What follows belongs to an exercise in optimizing a design on an open flow for small area, a short achievable clock period and few clock cycles per item; a production flow would make more cautious choices.
Where RTL was checked, it was by simulation tests only, not by an equivalence proof against the original.
No activity file was given, so power comes from the tool's default toggle rates.

==> module power_calc, before the edit <==
module power_calc (
    input  logic        clk,
    input  logic        rst,
    input  logic        in_valid,
    input  logic [19:0] in_data_1,
    input  logic [2:0]  in_data_2,
    output logic        busy,
    output logic        out_valid,
    output logic [59:0] out_data
);
    logic [19:0] b_r;        
    logic [9:0]  a_r;        
    logic [2:0]  j_r;        
    logic [2:0]  rem_r;      
    logic        act_r;      
    logic        first_r;    
    logic        small_r;    
    logic        kzero_r;    
    logic        gate_r;     
    logic        stall_r;    
    logic        bsmall_r;   
    logic [2:0]  nlast_r;    
    logic        busy_r;
    logic [9:0]  ls_r;       
    logic [9:0]  lc_r;       
    logic [19:0] cs_r;       
    logic [19:0] cc_r;       
    logic        co_r;       
    logic        cv_r;       
    logic [2:0]  cj_r;       
    logic [2:0]  cj1_r;      
    logic        clast_r;    
    logic        cfin_r;     
    logic        ckz_r;      
    logic [59:0] acc_r;      
    logic        ov_r;
    logic [29:0] ts, tc;     
    logic [10:0] lo;         
    logic [19:0] hi;         
    logic [9:0]  wlo;        
    logic [19:0] whi;
    logic        last;
    logic        run;
    logic        tcyc;       
    logic        fin;
    logic        take;
    logic [59:0] view;       
    logic [9:0]  a_nxt;      
    logic [9:0]  a_base;     
    logic        a_lo;       
    logic        a_hi;       
    power_calc_csa u_csa (
        .a  (a_r),
        .b  (b_r),
        .cs (gate_r ? cs_r : 20'd0),
        .cc (gate_r ? cc_r : 20'd0),
        .s  (ts),
        .c  (tc)
    );
    logic [29:0] sum;
    logic [30:0] sum_c;      
    power_calc_add #(.W(30)) u_add (
        .a  ({cs_r, ls_r}),
        .b  ({cc_r, lc_r}),
        .ci (co_r),
        .s  (sum),
        .c  (sum_c)
    );
    assign lo  = {sum_c[10], sum[9:0]};
    assign hi  = sum[29:10];
    assign wlo   = ckz_r ? 10'd0 : lo[9:0];
    assign whi   = ckz_r ? 20'd1 : hi;
    always_comb begin
        view = acc_r;
        if (cv_r) begin
            for (int i = 0; i < 6; i++) begin
                if (cj_r != 3'd0 && i == int'(cj_r) - 1) view[10*i +: 10] = wlo;
                if (clast_r && i == int'(cj_r))           view[10*i +: 10] = whi[9:0];
                if (clast_r && i == int'(cj_r) + 1)       view[10*i +: 10] = whi[19:10];
                if (clast_r && i > int'(cj_r) + 1)        view[10*i +: 10] = 10'd0;
            end
        end
    end
    assign last = (j_r == 3'd0) ? bsmall_r : (first_r | (j_r == nlast_r));
    assign tcyc = act_r & ~stall_r;
    assign run  = tcyc & ~small_r;
    assign fin  = tcyc & (small_r | (last & (rem_r == 3'd1)));
    assign take = in_valid & ~busy_r;
    always_comb begin
        if (first_r) begin
            a_nxt = b_r[19:10];
        end else begin
            case (j_r)
                3'd0:    a_nxt = acc_r[19:10];
                3'd1:    a_nxt = acc_r[29:20];
                3'd2:    a_nxt = acc_r[39:30];
                default: a_nxt = acc_r[49:40];
            endcase
        end
    end
    always_comb begin
        a_lo   = 1'b0;
        a_hi   = 1'b0;
        a_base = a_nxt;
        if (stall_r) begin
            a_lo = (cj_r == 3'd1);
            a_hi = (cj_r == 3'd0);
        end else if (last) begin
            a_base = acc_r[9:0];
            a_lo   = cv_r & (cj_r == 3'd1);
        end else begin
            a_lo   = cv_r & ~first_r & (j_r == 3'd0) & (cj_r == 3'd2);
        end
    end
    logic        act_nt, stall_nt, first_nt, last_nt, busy_nt, busy_new;
    logic [2:0]  j_nt, rem_nt, nlast_nt;
    assign act_nt   = act_r & ~fin;
    assign stall_nt = run & last & (rem_r != 3'd1) & (j_r[2:1] == 2'd0);
    assign j_nt     = run ? (last ? 3'd0 : j_r + 3'd1) : j_r;
    assign first_nt = first_r & ~(run & last);
    assign rem_nt   = (run & last) ? rem_r - 3'd1 : rem_r;
    logic        top;        
    logic [9:0]  ta, tb, te;
    assign ta  = cs_r[19:10];
    assign tb  = cc_r[19:10];
    assign te  = (ta ^ tb) ^ {ta[8:0] | tb[8:0], sum_c[20]};
    assign top = |te;
    assign nlast_nt = (cv_r & clast_r) ? (top ? cj1_r : cj_r) : nlast_r;
    assign last_nt  = (j_nt == 3'd0) ? bsmall_r
                    : (first_nt | (~(cv_r & clast_r) & (j_nt == nlast_r)));
    assign busy_nt  = act_nt & (stall_nt | ~last_nt | (rem_nt != 3'd1));
    assign busy_new = ~((in_data_2 < 3'd2) | ((in_data_2 == 3'd2) & ~|in_data_1[19:10]));
    always_ff @(posedge clk) begin
        if (rst) begin
            act_r   <= 1'b0;
            stall_r <= 1'b0;
            busy_r  <= 1'b0;
            cv_r    <= 1'b0;
            co_r    <= 1'b0;
            ov_r    <= 1'b0;
        end else begin
            ov_r    <= cv_r & cfin_r;
            cv_r    <= tcyc;
            co_r    <= cv_r & ~clast_r & lo[10];
            stall_r <= stall_nt;
            act_r   <= take | act_nt;
            busy_r  <= take ? busy_new : busy_nt;
        end
    end
    always_ff @(posedge clk) begin
        if (cv_r) acc_r <= view;
        nlast_r <= nlast_nt;
        ls_r    <= ts[9:0];
        lc_r    <= tc[9:0];
        cs_r    <= ts[29:10];
        cc_r    <= tc[29:10];
        cj_r    <= small_r ? 3'd1 : j_r;
        cj1_r   <= small_r ? 3'd2 : j_r + 3'd1;
        clast_r <= small_r | last;
        cfin_r  <= small_r | (last & (rem_r == 3'd1));
        ckz_r   <= small_r & kzero_r;
        a_r     <= take ? ((in_data_2 < 3'd2) ? 10'd1 : in_data_1[9:0])
                        : (a_lo ? lo[9:0] : (a_hi ? hi[9:0] : a_base));
        j_r     <= j_nt;
        gate_r  <= (j_nt != 3'd0);
        first_r <= first_nt;
        rem_r   <= rem_nt;
        if (take) begin
            b_r      <= in_data_1;
            bsmall_r <= ~|in_data_1[19:10];
            j_r      <= 3'd0;
            gate_r   <= 1'b0;
            first_r  <= 1'b1;
            small_r  <= in_data_2 < 3'd2;
            kzero_r  <= in_data_2 == 3'd0;
            rem_r    <= (in_data_2 > 3'd5) ? 3'd4 : in_data_2 - 3'd1;
        end
    end
    assign busy      = busy_r;
    assign out_valid = ov_r;
    assign out_data  = acc_r;
endmodule
==> module power_calc_add, before the edit <==
module power_calc_add #(
    parameter int W = 30
) (
    input  logic [W-1:0] a,
    input  logic [W-1:0] b,
    input  logic         ci,
    output logic [W-1:0] s,
    output logic [W:0]   c
);
    logic [W-1:0] p, g, gg, pp;
    always_comb begin
        p  = a ^ b;
        g  = a & b;
        gg = g;
        pp = p;
        gg[0] = g[0] | (p[0] & ci);
        for (int d = 1; d < W; d = d * 2) begin
            for (int i = 2 * d - 1; i < W; i = i + 2 * d) begin
                gg[i] = gg[i] | (pp[i] & gg[i-d]);
                pp[i] = pp[i] & pp[i-d];
            end
        end
        for (int d = 16; d >= 1; d = d / 2) begin
            for (int i = 3 * d - 1; i < W; i = i + 2 * d) begin
                gg[i] = gg[i] | (pp[i] & gg[i-d]);
                pp[i] = pp[i] & pp[i-d];
            end
        end
        c = {gg, ci};
        s = p ^ c[W-1:0];
    end
endmodule
clock: 10.0 ns
lec_check: 0
cap_margin: 20
core_margin: 2
core_utilization: 40
cts_buf_list: sky130_fd_sc_hd__clkbuf_8
slew_margin: 20
synth_hierarchical: 1
synth_minimum_keep_size: 0
standard.sh (not shown) runs the stock make flow with config.mk's settings and CLKGATE_MAP_FILE= SYNTH_SCRIPT=/design/flow/synth_recipe.tcl, a recipe that flattens the netlist after the stock synthesis.
==> flow/flow/run.sh <==
#!/bin/bash
set -euo pipefail
bash standard.sh SETUP_SLACK_MARGIN=6.5 "BUFFER_PORTS_ARGS=-buffer_cell sky130_fd_sc_hd__buf_2" finish > standard_flow.log 2>&1
Then changed:
--- a/flow/design.v
+++ b/flow/design.v
@@ -28,7 +28,6 @@
     logic        co_r;       
     logic        cv_r;       
     logic [2:0]  cj_r;       
-    logic [2:0]  cj1_r;      
     logic        clast_r;    
     logic        cfin_r;     
     logic        ckz_r;      
@@ -57,16 +56,11 @@
         .s  (ts),
         .c  (tc)
     );
+    logic [30:0] sum_x;
     logic [29:0] sum;
-    logic [30:0] sum_c;      
-    power_calc_add #(.W(30)) u_add (
-        .a  ({cs_r, ls_r}),
-        .b  ({cc_r, lc_r}),
-        .ci (co_r),
-        .s  (sum),
-        .c  (sum_c)
-    );
-    assign lo  = {sum_c[10], sum[9:0]};
+    assign sum_x = {cs_r, ls_r, co_r} + {cc_r, lc_r, co_r};
+    assign sum   = sum_x[30:1];
+    assign lo  = {sum[10] ^ cs_r[0] ^ cc_r[0], sum[9:0]};
     assign hi  = sum[29:10];
     assign wlo   = ckz_r ? 10'd0 : lo[9:0];
     assign whi   = ckz_r ? 20'd1 : hi;
@@ -120,12 +114,8 @@
     assign first_nt = first_r & ~(run & last);
     assign rem_nt   = (run & last) ? rem_r - 3'd1 : rem_r;
     logic        top;        
-    logic [9:0]  ta, tb, te;
-    assign ta  = cs_r[19:10];
-    assign tb  = cc_r[19:10];
-    assign te  = (ta ^ tb) ^ {ta[8:0] | tb[8:0], sum_c[20]};
-    assign top = |te;
-    assign nlast_nt = (cv_r & clast_r) ? (top ? cj1_r : cj_r) : nlast_r;
+    assign top      = |hi[19:10];
+    assign nlast_nt = (cv_r & clast_r) ? cj_r + {2'd0, top} : nlast_r;
     assign last_nt  = (j_nt == 3'd0) ? bsmall_r
                     : (first_nt | (~(cv_r & clast_r) & (j_nt == nlast_r)));
     assign busy_nt  = act_nt & (stall_nt | ~last_nt | (rem_nt != 3'd1));
@@ -155,7 +145,6 @@
         cs_r    <= ts[29:10];
         cc_r    <= tc[29:10];
         cj_r    <= small_r ? 3'd1 : j_r;
-        cj1_r   <= small_r ? 3'd2 : j_r + 3'd1;
         clast_r <= small_r | last;
         cfin_r  <= small_r | (last & (rem_r == 3'd1));
         ckz_r   <= small_r & kzero_r;
@@ -180,38 +169,6 @@
     assign out_valid = ov_r;
     assign out_data  = acc_r;
 endmodule
-module power_calc_add #(
-    parameter int W = 30
-) (
-    input  logic [W-1:0] a,
-    input  logic [W-1:0] b,
-    input  logic         ci,
-    output logic [W-1:0] s,
-    output logic [W:0]   c
-);
-    logic [W-1:0] p, g, gg, pp;
-    always_comb begin
-        p  = a ^ b;
-        g  = a & b;
-        gg = g;
-        pp = p;
-        gg[0] = g[0] | (p[0] & ci);
-        for (int d = 1; d < W; d = d * 2) begin
-            for (int i = 2 * d - 1; i < W; i = i + 2 * d) begin
-                gg[i] = gg[i] | (pp[i] & gg[i-d]);
-                pp[i] = pp[i] & pp[i-d];
-            end
-        end
-        for (int d = 16; d >= 1; d = d / 2) begin
-            for (int i = 3 * d - 1; i < W; i = i + 2 * d) begin
-                gg[i] = gg[i] | (pp[i] & gg[i-d]);
-                pp[i] = pp[i] & pp[i-d];
-            end
-        end
-        c = {gg, ci};
-        s = p ^ c[W-1:0];
-    end
-endmodule
 module power_calc_csa (
     input  logic [9:0]  a,
     input  logic [19:0] b,
Effect: The new run finished with timing, DRC and antenna clean. Setup slack got worse by 13 ps. Clock power falls by 5.1%. Sequential share of layout area decreases by 0.30 points. Cell count grows by 3.1%. Clock skew fell by 6.6 ps. Synthesized area hardly moves. Design area stays flat. Die area stays flat. Flip-flop and latch count drops by 3. Register-to-register slack stays flat. Fmax is lower by 0.38%. Synthesized cell count rises by 3.6%. Count of clock-buffer cells in the layout goes up by 3. First-iteration DRC count rises by 17%.
Testbench counts after the change, summed over its fixed seeds: cycles 12,967, items 1,920.
Only the layout flow was run in the first run of this note; the RTL was not checked for function there.

==> static timing again, ports no longer ideal <==
Ports are ideal in the flow. The routed layouts listed here were re-timed in OpenROAD. Step 1 (the two cells are an assumption about what drives the block):
set clk [get_ports {clk}]
set_driving_cell -lib_cell sky130_fd_sc_hd__clkbuf_16 $clk
set_driving_cell -lib_cell sky130_fd_sc_hd__buf_2 [delete_from_list [all_inputs] $clk]
Step 2 adds t to the input delays and takes it off the output delays; t is the mean of the earliest and latest rising clock arrival at the registers after step 1. Input paths then give back, and output paths get back, about the clock's delay inside the block. a / b / c = no drivers / after step 1 / after step 2; a / b = the first two.
run | shift t [ns] | setup WS [ns] | worst register clock-pin slew, ns
the first run | 0.531 | 6.552 / 6.552 / 6.274 | 0.12 / 0.12
the second run | 0.526 | 6.539 / 6.539 / 6.120 | 0.10 / 0.10
After both steps setup and hold are still met in every run listed. The setup slack of the second run, which loses most, moves by 0.000 ns with the drivers and by -0.419 ns with both steps.
